This is an optimization exercise on Yosys and OpenROAD, whose aim is small area, not a production implementation.
Only simulation tests tie the RTL to the original design; equivalence was not proved.
Power is estimated from default activity; no workload was simulated.

## run A
==> flow/design.v (excerpt) <==
module puf_soc_serializer #(
  parameter int FRAM_SIZE = 160,
  parameter int LANES     = 1,
  parameter int LEN_W     = $clog2(FRAM_SIZE + 1)
) (
  input  logic                 clk,
  input  logic                 rst,
  input  logic                 i_tx_en,
  input  logic                 i_msb_first,
  input  logic [LEN_W-1:0]     i_ld_len,
  input  logic                 i_ld_valid,
  input  logic [FRAM_SIZE-1:0] i_ld_data,
  output logic                 o_ld_ready,
  output logic                 o_tx_valid,
  output logic [LANES-1:0]     o_tx_data,
  output logic                 o_tx_last,
  input  logic                 i_tx_ready,
  output logic                 o_tx_done,
  output logic                 o_busy
);
==> flow/config.mk <==
export PLATFORM = sky130hd
export DESIGN_NAME = puf_soc_serializer
export DESIGN_NICKNAME = puf_soc_serializer
export VERILOG_FILES = /design/flow/design.v
export SDC_FILE = /design/flow/constraint.sdc
export NUM_CORES = 4
export LEC_CHECK = 0
export CAP_MARGIN = 20
export CORE_MARGIN = 2
export CORE_UTILIZATION = 40
export CTS_BUF_LIST = sky130_fd_sc_hd__clkbuf_4
export PLACE_DENSITY = 0.6
export SLEW_MARGIN = 20
==> flow/constraint.sdc <==
create_clock -name core_clock -period 6.0 [get_ports {clk}]
set_input_delay 1.2000 -clock core_clock [delete_from_list [all_inputs] [get_ports {clk}]]
set_output_delay 1.2000 -clock core_clock [all_outputs]
set_load 0.01 [all_outputs]
run.sh (not shown) runs the stock make flow with config.mk's settings and CLKGATE_MAP_FILE= SYNTH_SCRIPT=/design/flow/synth_recipe.tcl, a recipe that flattens the netlist after the stock synthesis.
Run A finished all stages; the layout is clean.
Edits applied to the flow inputs when going from run A to run B:
diff --git a/flow/config.mk b/flow/config.mk
--- a/flow/config.mk
+++ b/flow/config.mk
@@ -8,6 +8,5 @@
 export CAP_MARGIN = 20
 export CORE_MARGIN = 2
-export CORE_UTILIZATION = 40
-export CTS_BUF_LIST = sky130_fd_sc_hd__clkbuf_4
-export PLACE_DENSITY = 0.6
+export CORE_UTILIZATION = 25
+export PLACE_DENSITY = 0.5
 export SLEW_MARGIN = 20
==> run summary <==
Total power (run A / run B): 0.914
NOTE: time the worst path needs with I/O delays and setup in run B falls short of that of run A
Compared to run A, run B shows a wider setup margin.
Run B against run A: timing-limited maximum frequency shows an increase of 2.1%, combinational cell fraction of total power shows a reduction of 0.4 points, area of the core shows an increase of 19,000 µm², final core utilization shows a reduction of 18 points.
Per the comparison of run B with run A, sum of routed wire length over all layers went up by about 20%, critical-path maximum fanout higher.
The lower global-route usage of run B and run A is in run B.
The following lists how run C was set up differently from run B:
==> flow/flow/run.sh (new file) <==
#!/bin/bash
# Standard synthesis unchanged. The layout is the standard one except: the port buffers are the
# smallest buffer cell, and clock tree synthesis uses larger sink clusters and no dummy loads.
set -euo pipefail
bash standard.sh synth > synth.log 2>&1
bash standard.sh "BUFFER_PORTS_ARGS=-buffer_cell sky130_fd_sc_hd__buf_1" \
  "CTS_ARGS=-sink_clustering_enable -repair_clock_nets -dont_use_dummy_load -sink_clustering_size 20 -sink_clustering_max_diameter 60 -buf_list {sky130_fd_sc_hd__clkbuf_4 sky130_fd_sc_hd__clkbuf_8}" \
  finish > layout.log 2>&1
==> flow/standard.sh (new file) <==
#!/bin/bash
# synth_recipe.tcl (not shown) runs the flow's synth.tcl, then flattens the netlist and writes it again
# the make line also repeats each setting of config.mk as NAME=value (left out here)
make -C /OpenROAD-flow-scripts/flow DESIGN_CONFIG=/design/flow/config.mk WORK_HOME=/design/flow/orfs CLKGATE_MAP_FILE= SYNTH_SCRIPT=/design/flow/synth_recipe.tcl "${@:-finish}"
diff --git a/flow/config.mk b/flow/config.mk
--- a/flow/config.mk
+++ b/flow/config.mk
@@ -8,5 +8,5 @@
 export CAP_MARGIN = 20
 export CORE_MARGIN = 2
-export CORE_UTILIZATION = 25
-export PLACE_DENSITY = 0.5
+export CORE_UTILIZATION = 40
+export PLACE_DENSITY = 0.6
 export SLEW_MARGIN = 20
removed: flow/run.sh
Results
On post-layout utilization of the core, the higher figure sits with run C, not run B. Final routed wirelength across all metal layers is lower on run C. Between run C and run B, sequential share of cell area is lower for run B, run C comes in above that. | first-pass detailed-route iteration total | lower: run B |. Relative to run B, the cell area after placement measured on run C has decreased by a little under 10%. Wire length of the first global-routing pass | run C below run B.

puf_soc_serializer, a different RTL version from the one above (not shown whole).
Size: about 570 cells after synthesis, about 350 flip-flops, about 13000 um^2 of cells after synthesis.
export LEC_CHECK = 0
export CAP_MARGIN = 20
export CORE_MARGIN = 2
export CORE_UTILIZATION = 40
export PLACE_DENSITY = 0.6
export SLEW_MARGIN = 20
create_clock -name core_clock -period 6.0 [get_ports {clk}]
standard.sh (not shown) runs the stock make flow with config.mk's settings and CLKGATE_MAP_FILE= SYNTH_SCRIPT=/design/flow/synth_recipe.tcl, a recipe that flattens the netlist after the stock synthesis.
==> flow/flow/run.sh <==
#!/bin/bash
# Standard synthesis unchanged. The layout is the standard one except: the port buffers are the
# smallest buffer cell, and clock tree synthesis uses larger sink clusters and no dummy loads.
set -euo pipefail
bash standard.sh synth > synth.log 2>&1
bash standard.sh "BUFFER_PORTS_ARGS=-buffer_cell sky130_fd_sc_hd__buf_1" \
  "CTS_ARGS=-sink_clustering_enable -repair_clock_nets -dont_use_dummy_load -sink_clustering_size 12 -sink_clustering_max_diameter 40 -buf_list sky130_fd_sc_hd__clkbuf_4" \
  finish > layout.log 2>&1
Then changed:
--- a/flow/config.mk
+++ b/flow/config.mk
@@ -10,2 +10,2 @@
-export CORE_UTILIZATION = 40
-export PLACE_DENSITY = 0.6
+export CORE_UTILIZATION = 65
+export PLACE_DENSITY = 0.8
Routed wire length decreases by about 3%.
Sequential share of layout area increases by 1.2 points.
Sequential power stays flat.
Via count increases by about 3%.
Cell area decreases by 1.6%.
Worst setup slack degrades by 0.33 ns.
Fmax decreases by 6.5%.
Total power decreases by 1.1%.
Clock power decreases by about 4%.
Then changed:
--- a/flow/config.mk
+++ b/flow/config.mk
@@ -10,2 +10,2 @@
-export CORE_UTILIZATION = 65
-export PLACE_DENSITY = 0.8
+export CORE_UTILIZATION = 72
+export PLACE_DENSITY = 0.85
Result: Clock skew goes down by 0.014 ns; routed wire length grows slightly; total power increases slightly; synthesized cell count does not change; clock-buffer cell count came out higher by 1; die area fell by roughly a tenth; cell area stays flat; utilization climbs by 7.0 points.
Then changed:
--- a/flow/flow/run.sh
+++ b/flow/flow/run.sh
@@ -7 +7 @@
-  "CTS_ARGS=-sink_clustering_enable -repair_clock_nets -dont_use_dummy_load -sink_clustering_size 12 -sink_clustering_max_diameter 40 -buf_list sky130_fd_sc_hd__clkbuf_4" \
+  "CTS_ARGS=-sink_clustering_enable -repair_clock_nets -dont_use_dummy_load -sink_clustering_size 30 -sink_clustering_max_diameter 35 -buf_list sky130_fd_sc_hd__clkbuf_8" \
--- a/flow/config.mk
+++ b/flow/config.mk
@@ -10,2 +10,2 @@
-export CORE_UTILIZATION = 72
-export PLACE_DENSITY = 0.85
+export CORE_UTILIZATION = 65
+export PLACE_DENSITY = 0.8
Outcome: Synthesized area is unchanged. Setup slack improved by 0.088 ns. Die area increases by 10%. Design area increases by 2.0%. Wire length decreases by 1.5%. Power increases by 7.7%. Count of clock-buffer cells in the layout increases by 1. Sequential share of layout area decreases by 1.5 points.
Then changed:
--- a/flow/flow/run.sh
+++ b/flow/flow/run.sh
@@ -7 +7 @@
-  "CTS_ARGS=-sink_clustering_enable -repair_clock_nets -dont_use_dummy_load -sink_clustering_size 30 -sink_clustering_max_diameter 35 -buf_list sky130_fd_sc_hd__clkbuf_8" \
+  "CTS_ARGS=-sink_clustering_enable -repair_clock_nets -dont_use_dummy_load -sink_clustering_size 24 -sink_clustering_max_diameter 50 -buf_list sky130_fd_sc_hd__clkbuf_8" \
=>
- area after synthesis is unchanged
- final area is lower by about 1.1%
- setup slack got worse by 0.090 ns
- wire length stays flat
- global-route usage is lower by 0.32 points

## run 1
Starting RTL as in the previous note.
export LEC_CHECK = 0
export CAP_MARGIN = 20
export CORE_MARGIN = 2
export CORE_UTILIZATION = 65
export PLACE_DENSITY = 0.8
export SLEW_MARGIN = 20
create_clock -name core_clock -period 6.0 [get_ports {clk}]
==> flow/flow/run.sh <==
#!/bin/bash
# Standard synthesis unchanged. The layout is the standard one except: the port buffers are the
# smallest buffer cell, and clock tree synthesis uses larger sink clusters and no dummy loads.
set -euo pipefail
bash standard.sh synth > synth.log 2>&1
bash standard.sh "BUFFER_PORTS_ARGS=-buffer_cell sky130_fd_sc_hd__buf_1" \
  "CTS_ARGS=-sink_clustering_enable -repair_clock_nets -dont_use_dummy_load -sink_clustering_size 20 -sink_clustering_max_diameter 40 -buf_list sky130_fd_sc_hd__clkbuf_8" \
  finish > layout.log 2>&1
--- input diff run 1..run 2 ---
==> flow/flow/run.sh <==
#!/bin/bash
# Standard synthesis unchanged. The layout is the standard one except: the port buffers are the
# smallest buffer cell, and clock tree synthesis uses larger sink clusters and no dummy loads.
set -euo pipefail
bash standard.sh synth > synth.log 2>&1
bash standard.sh "BUFFER_PORTS_ARGS=-buffer_cell sky130_fd_sc_hd__buf_1" \
  "CTS_ARGS=-sink_clustering_enable -repair_clock_nets -dont_use_dummy_load -sink_clustering_size 12 -sink_clustering_max_diameter 40 -buf_list sky130_fd_sc_hd__clkbuf_4" \
  finish > layout.log 2>&1
diff --git a/flow/config.mk b/flow/config.mk
--- a/flow/config.mk
+++ b/flow/config.mk
@@ -6,7 +6,7 @@
 export NUM_CORES = 4
 export LEC_CHECK = 0
-export CAP_MARGIN = 20
+export CAP_MARGIN = 5
 export CORE_MARGIN = 2
-export CORE_UTILIZATION = 65
-export PLACE_DENSITY = 0.8
-export SLEW_MARGIN = 20
+export CORE_UTILIZATION = 40
+export PLACE_DENSITY = 0.6
+export SLEW_MARGIN = 5
### Flow results
Run 2 went all the way through synthesis, placement and routing and the layout is clean on timing, DRC and antenna.
[compare] base=run 1 new=run 2: combinational power went up; final-layout fill cell count went up.
From run 1 to run 2 the numbers moved as follows: proportion of cell area occupied by registers shrank by 0.22 points; global-route usage shrank by 8.2 points; initial core utilization shrank by 26 points; total power consumption of the routed design shrank by 0.00020 W.
Run 2: power density over cell area about 4.7% below run 1
Compared with run 1, run 2 shows a higher count of placed standard cells in the final layout, fillers left out.
Relative to run 2, the following input files were edited for run 3:
==> flow/flow/run.sh <==
#!/bin/bash
# Standard synthesis unchanged. The layout is the standard one except: the port buffers are the
# smallest buffer cell, and clock tree synthesis uses larger sink clusters and no dummy loads.
set -euo pipefail
bash standard.sh synth > synth.log 2>&1
bash standard.sh "BUFFER_PORTS_ARGS=-buffer_cell sky130_fd_sc_hd__buf_1" \
  "CTS_ARGS=-sink_clustering_enable -repair_clock_nets -dont_use_dummy_load -sink_clustering_size 20 -sink_clustering_max_diameter 60 -buf_list {sky130_fd_sc_hd__clkbuf_4 sky130_fd_sc_hd__clkbuf_8}" \
  finish > layout.log 2>&1
diff --git a/flow/config.mk b/flow/config.mk
--- a/flow/config.mk
+++ b/flow/config.mk
@@ -6,7 +6,7 @@
 export NUM_CORES = 4
 export LEC_CHECK = 0
-export CAP_MARGIN = 5
+export CAP_MARGIN = 20
 export CORE_MARGIN = 2
 export CORE_UTILIZATION = 40
 export PLACE_DENSITY = 0.6
-export SLEW_MARGIN = 5
+export SLEW_MARGIN = 20
## What came out
Looking at run 2 and run 3, the total non-filler cell area in the finished layout is a wash. Going from run 2 to run 3, final cell utilization of the core shows no meaningful change; final critical path time including I/O delays and setup shows a reduction of 0.13 ns; delay of the slowest cell on the worst path shows a reduction of 0.02 ns. Combinational power: run 3 vs run 2 — no meaningful difference.
Edits applied to the flow inputs when going from run 3 to run 4:
==> flow/flow/run.sh <==
#!/bin/bash
# Standard synthesis unchanged. The layout is the standard one except: the port buffers are the
# smallest buffer cell, and clock tree synthesis uses larger sink clusters and no dummy loads.
set -euo pipefail
bash standard.sh synth > synth.log 2>&1
bash standard.sh "BUFFER_PORTS_ARGS=-buffer_cell sky130_fd_sc_hd__buf_1" \
  "CTS_ARGS=-sink_clustering_enable -repair_clock_nets -dont_use_dummy_load -sink_clustering_size 8 -sink_clustering_max_diameter 30 -buf_list {sky130_fd_sc_hd__clkbuf_2 sky130_fd_sc_hd__clkbuf_4}" \
  finish > layout.log 2>&1
diff --git a/flow/config.mk b/flow/config.mk
--- a/flow/config.mk
+++ b/flow/config.mk
@@ -8,5 +8,5 @@
 export CAP_MARGIN = 20
 export CORE_MARGIN = 2
-export CORE_UTILIZATION = 40
-export PLACE_DENSITY = 0.6
+export CORE_UTILIZATION = 65
+export PLACE_DENSITY = 0.8
 export SLEW_MARGIN = 20
==> comparison <==
Compare run 3 and run 4 | total global-route track usage lower: run 3. Run 4 vs. run 3: remaining max-slew budget at the tightest pin went down; area enclosed by the die boundary went down; achievable frequency went down. Relative to run 3, count of plain and timing-repair buffers in the layout has gone down in run 4. The launching instance or port of the critical path comes out pos_q[1]$_DFFE_PP_ in one run and pos_q[0]$_DFFE_PP_ in the other, namely in run 3 and run 4 respectively. The run with more routed wire is run 3, not run 4. Of run 4 and run 3, it is run 4 that has the higher portion of the clock cycle consumed by the worst path in the final layout.

==> afterwards: timing with drivers on the ports <==
Ports are ideal in the flow. The routed layouts listed here were re-timed in OpenROAD. Step 1, drivers: a clkbuf_16 drives clk and a buf_2 each remaining input, both assumed. Step 2, shift: input delay + t, output delay - t, t = (earliest + latest rising clock arrival at the registers) / 2. This alone moves slack from input paths to output paths. Three values: no drivers, after step 1, after step 2; two values: the first two.
run | t, ns | slack for setup (ns) | hold slack, ns | worst setup path after step 2 | worst data-port slew with drivers (ns)
run A | 0.718 | 0.729 / 0.680 / 1.398 | 0.409 / 0.409 / 0.409 | register to output | 0.05
run B | 0.593 | 0.840 / 0.788 / 1.382 | 0.411 / 0.411 / 0.411 | register to output | 0.08
run C | 0.602 | 1.295 / 1.253 / 1.855 | 0.354 / 0.354 / 0.354 | register to output | 0.04
the first run of note 2 | 0.672 | 1.285 / 1.243 / 1.915 | 0.392 / 0.392 / 0.392 | register to output | 0.08
the second run of note 2 | 0.654 | 0.955 / 0.913 / 1.567 | 0.370 / 0.370 / 0.370 | register to output | 0.07
the third run of note 2 | 0.669 | 0.982 / 0.942 / 1.611 | 0.391 / 0.391 / 0.391 | register to output | 0.08
the fourth run of note 2 | 0.553 | 1.070 / 1.025 / 1.579 | 0.389 / 0.389 / 0.389 | register to output | 0.06
the fifth run of note 2 | 0.601 | 0.979 / 0.940 / 1.541 | 0.405 / 0.405 / 0.405 | register to output | 0.06
run 1 | 0.546 | 1.069 / 1.030 / 1.576 | 0.386 / 0.386 / 0.386 | register to output | 0.06
run 2 | 0.672 | 1.285 / 1.243 / 1.915 | 0.392 / 0.392 / 0.392 | register to output | 0.08
run 3 | 0.599 | 1.414 / 1.370 / 1.969 | 0.371 / 0.371 / 0.371 | register to output | 0.08
run 4 | 0.696 | 0.918 / 0.874 / 1.570 | 0.406 / 0.406 / 0.406 | register to output | 0.06
After both steps setup and hold are still met in every run listed.
